Context: an optimization exercise on an open-source flow, tuned for small area, a short achievable clock period and few clock cycles. The choices shown serve that exercise and are no tape-out recipe.

## run B
// raycast_column_texture_walker_core
module raycast_column_texture_walker_core #(
  parameter int FRAC_BITS = 16
) (
  input  logic                             clk,
  input  logic                             rst_n,
  input  logic                             cfg_valid,
  output logic                             cfg_ready,
  input  logic [rctw_pkg::CFG_IDX_W-1:0]   cfg_index,
  input  logic [rctw_pkg::CFG_DATA_W-1:0]  cfg_data,
  input  logic                             in_tvalid,
  output logic                             in_tready,
  input  logic [rctw_pkg::IN_TDATA_W-1:0]  in_tdata,
  input  logic                             in_tuser,
  output logic                             out_tvalid,
  input  logic                             out_tready,
  output logic [rctw_pkg::OUT_TDATA_W-1:0] out_tdata,
  output logic [rctw_pkg::OUT_TUSER_W-1:0] out_tuser,
  output logic                             out_tlast
);
Size in the first run: roughly 3,100 cells after synthesis, roughly 480 flip-flops, about 270 I/O pins, roughly 0.028 mm^2 of cells after synthesis.
==> module rctw_div, before the edit <==
module rctw_div (
  input  logic                      clk,
  input  logic                      rst_n,
  input  logic                      start,
  input  logic [8:0]                tex_width,
  input  logic [15:0]               line_height,
  input  logic [10:0]               draw_start,    
  input  logic [10:0]               half_height,   
  input  logic                      advance,       
  output logic                      busy,
  output logic                      busy_nxt,
  output logic                      prime,
  output logic [rctw_pkg::POS_W-1:0] position
);
  localparam int PW = rctw_pkg::POS_W;
  logic [4:0]    cnt_r;     
  logic [15:0]   div_r;
  logic [15:0]   rem_r;
  logic [PW-1:0] quo_r;     
  logic [16:0]   off_r;
  logic [PW-1:0] pos_r;
  logic          ph_sum;
  logic          ph_sub;
  logic          ph_div;
  logic          horner;
  logic [16:0]   trial;
  logic [16:0]   diff;
  logic          fits;
  logic [PW-1:0] add_a;
  logic [PW-1:0] add_b;
  logic [PW-1:0] pos_sum;
  logic [4:0] cnt_nxt;
  logic       ph_off;
  logic       busy_r;
  assign busy     = busy_r;
  assign cnt_nxt  = start ? 5'd1 : (!busy || prime) ? 5'd0 : cnt_r + 5'd1;
  assign busy_nxt = (cnt_nxt != 5'd0);
  assign trial = {rem_r, quo_r[PW-1]};
  assign diff  = trial - {1'b0, div_r};
  assign fits  = ~diff[16];
  always_comb begin
    if (ph_sum) begin
      add_a = {14'd0, draw_start};
      add_b = {10'd0, div_r[15:1]};    
    end else if (ph_sub) begin
      add_a = pos_r;
      add_b = ~{14'd0, half_height};
    end else if (horner) begin
      add_a = {pos_r[PW-2:0], 1'b0};
      add_b = quo_r[0] ? {{(PW-17){off_r[16]}}, off_r} : '0;
    end else begin
      add_a = pos_r;
      add_b = quo_r;
    end
  end
  logic [PW:0] pos_x;
  assign pos_x   = {add_a, 1'b1} + {add_b, ph_sub};
  assign pos_sum = pos_x[PW:1];
  always_ff @(posedge clk) begin
    if (!rst_n) begin
      cnt_r  <= '0;
      busy_r <= 1'b0;
      ph_sum <= 1'b0;
      ph_sub <= 1'b0;
      ph_off <= 1'b0;
      ph_div <= 1'b0;
      horner <= 1'b0;
      prime  <= 1'b0;
    end else begin
      cnt_r  <= cnt_nxt;
      busy_r <= busy_nxt;
      ph_sum <= (cnt_nxt == 5'd1);
      ph_sub <= (cnt_nxt == 5'd2);
      ph_off <= (cnt_nxt == 5'd3);
      ph_div <= (cnt_nxt >= 5'd3) && (cnt_nxt <= 5'd27);
      horner <= (cnt_nxt >= 5'd3) && (cnt_nxt <= 5'd28);
      prime  <= (cnt_nxt == 5'd29);
    end
  end
  always_ff @(posedge clk) begin
    if (start) begin
      quo_r <= {tex_width, 16'd0};
    end else if (ph_div) begin
      quo_r <= {quo_r[PW-2:0], fits};
    end
    if (busy || advance) begin
      pos_r <= pos_sum;
    end
  end
  always_ff @(posedge clk) begin
    if (start) begin
      div_r <= (line_height == 16'd0) ? 16'd1 : line_height;
      rem_r <= '0;
    end else if (ph_div) begin
      rem_r <= fits ? diff[15:0] : trial[15:0];
    end
    if (ph_off) begin
      off_r <= pos_r[16:0];
    end
  end
  assign position = pos_r;
endmodule
==> module rctw_ctrl, before the edit <==
module rctw_ctrl (
  input  logic        clk,
  input  logic        rst_n,
  input  logic        start,
  input  logic [23:0] perp,
  input  logic [17:0] dir,
  input  logic [15:0] pos_lo,
  input  logic [8:0]  tex_width,
  input  logic        mirror,
  input  logic        cnt_load,
  input  logic [11:0] cnt_value,
  input  logic        cnt_dec,
  output logic        cnt_one,
  output logic        busy,
  output logic        busy_nxt,
  output logic        tex_load,
  output logic        tex_load_nxt,
  output logic [7:0]  tex_col
);
  logic [4:0]  st_r;       
  logic [23:0] a_r;
  logic [23:0] m_r;
  logic [17:0] q_r;
  logic [15:0] f_r;
  logic [8:0]  tw_r;
  logic        mir_r;
  logic [4:0]  st_nxt;
  logic        busy_r;
  logic        ph_shift_r;   
  logic        ph_last_r;    
  logic        ph_frac_r;    
  logic        ph_twm_r;     
  logic        ph_mirr_r;    
  logic        ph_tex_r;     
  logic        bit_en;
  logic        sub;
  logic [23:0] opnd;
  logic [24:0] sum;
  logic [25:0] sum_x;
  logic [15:0] f_sum;
  assign busy     = busy_r;
  assign st_nxt   = start ? 5'd1 : (!busy || ph_tex_r) ? 5'd0 : st_r + 5'd1;
  assign busy_nxt = (st_nxt != 5'd0);
  assign tex_load = ph_tex_r;
  assign tex_load_nxt = (st_nxt == 5'd30);
  always_ff @(posedge clk) begin
    if (!rst_n) begin
      st_r       <= '0;
      busy_r     <= 1'b0;
      ph_shift_r <= 1'b0;
      ph_last_r  <= 1'b0;
      ph_frac_r  <= 1'b0;
      ph_twm_r   <= 1'b0;
      ph_mirr_r  <= 1'b0;
      ph_tex_r   <= 1'b0;
    end else begin
      st_r       <= st_nxt;
      busy_r     <= busy_nxt;
      ph_shift_r <= ((st_nxt >= 5'd1) && (st_nxt <= 5'd18))
                 || ((st_nxt >= 5'd20) && (st_nxt <= 5'd28));
      ph_last_r  <= (st_nxt == 5'd18);
      ph_frac_r  <= (st_nxt == 5'd19);
      ph_twm_r   <= (st_nxt == 5'd28);
      ph_mirr_r  <= (st_nxt == 5'd29);
      ph_tex_r   <= tex_load_nxt;
    end
  end
  assign sub    = ph_last_r || ph_mirr_r;
  assign bit_en = (ph_shift_r && q_r[0]) || ph_mirr_r;
  assign opnd   = bit_en ? (m_r ^ {24{sub}}) : 24'd0;
  assign sum_x  = {1'b0, a_r, 1'b1} + {1'b0, opnd, bit_en & sub};
  assign sum    = sum_x[25:1];
  assign f_sum   = f_r + (busy ? {a_r[13:0], q_r[17:16]} : 16'hFFFF);
  assign cnt_one = (f_r == 16'd1);
  always_ff @(posedge clk) begin
    if (start || ph_frac_r) begin
      a_r <= '0;
    end else if (ph_shift_r) begin
      a_r <= sum[24:1];
    end else if (ph_mirr_r && mir_r) begin
      a_r[14:7] <= ~sum[14:7];
    end
  end
  always_ff @(posedge clk) begin
    if (start) begin
      m_r   <= perp;
      q_r   <= dir;
      f_r   <= pos_lo;
      tw_r  <= tex_width;
      mir_r <= mirror;
    end else if (busy) begin
      if (ph_shift_r) begin
        q_r <= {sum[0], q_r[17:1]};
      end else if (ph_frac_r) begin
        q_r <= {9'd0, tw_r};
      end
      if (ph_frac_r) begin
        m_r <= {8'd0, f_sum};
      end else if (ph_twm_r) begin
        m_r <= {8'd0, tw_r, 7'd0};
      end
    end else if (cnt_load) begin
      f_r <= {4'd0, cnt_value};
    end else if (cnt_dec) begin
      f_r <= f_sum;
    end
  end
  assign tex_col = a_r[14:7];
endmodule
Settings: LEC_CHECK=0, CAP_MARGIN=20, CORE_MARGIN=2, CORE_UTILIZATION=60, SLEW_MARGIN=20; clock period 10.0 ns.
standard.sh (not shown) runs the stock make flow with config.mk's settings and CLKGATE_MAP_FILE= SYNTH_SCRIPT=/design/flow/synth_recipe.tcl, a recipe that flattens the netlist after the stock synthesis.
==> flow/flow/run.sh <==
#!/bin/bash
# Standard layout (the standard.sh: standard synthesis, ORFS floorplan to
# finish, same SDC), with two make settings added on its command line:
#  * BUFFER_PORTS_ARGS from flow/ports.txt: the cell buffer_ports puts on every
#    input and output port (it still buffers every port).
# Each make run's full output goes to its own log here.
set -euo pipefail
MARGIN=$(cat flow/margin.txt)
PORTBUF=$(cat flow/ports.txt)
sed -E "s/ SETUP_SLACK_MARGIN=[^ ]*//; s/CLKGATE_MAP_FILE= /CLKGATE_MAP_FILE= SETUP_SLACK_MARGIN=$MARGIN 'BUFFER_PORTS_ARGS=-buffer_cell $PORTBUF' /" standard.sh > standard_margin.sh
grep -q "SETUP_SLACK_MARGIN=$MARGIN " standard_margin.sh
bash standard_margin.sh synth > make_synth.log 2>&1
bash standard_margin.sh finish > make_finish.log 2>&1
test -s out/final.def
==> flow/flow/margin.txt <==
6.6
==> flow/flow/ports.txt <==
sky130_fd_sc_hd__buf_2
Run B | status: complete | timing, DRC, antenna: pass
### run B -> run C
diff --git a/flow/design.v b/flow/design.v
--- a/flow/design.v
+++ b/flow/design.v
@@ -104,14 +104,12 @@
     end
   end
   always_ff @(posedge clk) begin
     if (start) begin
       div_r <= (line_height == 16'd0) ? 16'd1 : line_height;
-      rem_r <= '0;
-    end else if (ph_div) begin
-      rem_r <= fits ? diff[15:0] : trial[15:0];
     end
+    rem_r <= ph_sub ? 16'd0 : fits ? diff[15:0] : trial[15:0];
     if (ph_off) begin
       off_r <= pos_r[16:0];
     end
   end
   assign position = pos_r;
@@ -203,20 +201,14 @@
     end
   end
   always_ff @(posedge clk) begin
     if (start) begin
       m_r   <= perp;
-      q_r   <= dir;
       f_r   <= pos_lo;
       tw_r  <= tex_width;
       mir_r <= mirror;
     end else if (busy) begin
-      if (ph_shift_r) begin
-        q_r <= {sum[0], q_r[17:1]};
-      end else if (ph_frac_r) begin
-        q_r <= {9'd0, tw_r};
-      end
       if (ph_frac_r) begin
         m_r <= {8'd0, f_sum};
       end else if (ph_twm_r) begin
         m_r <= {8'd0, tw_r, 7'd0};
       end
@@ -224,10 +216,19 @@
       f_r <= {4'd0, cnt_value};
     end else if (cnt_dec) begin
       f_r <= f_sum;
     end
   end
+  always_ff @(posedge clk) begin
+    if (start) begin
+      q_r <= dir;
+    end else if (ph_frac_r) begin
+      q_r <= {9'd0, tw_r};
+    end else begin
+      q_r <= {sum[0], q_r[17:1]};
+    end
+  end
   assign tex_col = a_r[14:7];
 endmodule
 `default_nettype wire
 `timescale 1ns / 1ps
 `default_nettype none
==> results.txt <==
- Part of the cycle the worst path needs delta for run C relative to run B: 0.76 points higher
- Initial antenna violation count, run C and run B: larger value in run C
- Number of nets in the final layout ended up about 1.1% lower on run C than on run B.
- Run C vs run B — synthesized cell count dropped slightly
- On met2 track demand over resource in global routing: between run C and run B, it ends up lower for run B.
- Per the comparison of run C with run B, cell count down 48, number of clock buffers in the layout down 4.
- Run C vs run B, cell with the largest stage delay on the worst path: or3_4 vs a211oi_1
Function was not checked in any run of this note: the RTL went through the layout flow alone.

==> static timing again, ports no longer ideal <==
The flow's constraints put no driver on any port. The routed layouts listed below were extracted and timed again, unchanged, in two steps. Step 1 sets driving cells, clkbuf_16 on the clock port and buf_2 on the other inputs (assumed; they add their load-dependent delay and slew). Step 2, shift: input delay + t, output delay - t, t = (earliest + latest rising clock arrival at the registers) / 2. This alone moves slack from input paths to output paths. a / b / c = no drivers / after step 1 / after step 2; a / b = the first two.
run	t, ns	setup slack, ns	worst setup path at the end	slew at the worst register clock pin (ns)	pins driven straight from the clock port
run B	0.657	6.532 / 6.562 / 5.904	input to register	0.07 / 0.07	1
run C	0.657	6.456 / 6.411 / 5.841	input to register	0.07 / 0.07	1
After both steps every run listed still meets setup and hold. The setup slack of run B, which loses most, moves by +0.030 ns with the drivers and by -0.628 ns with both steps.
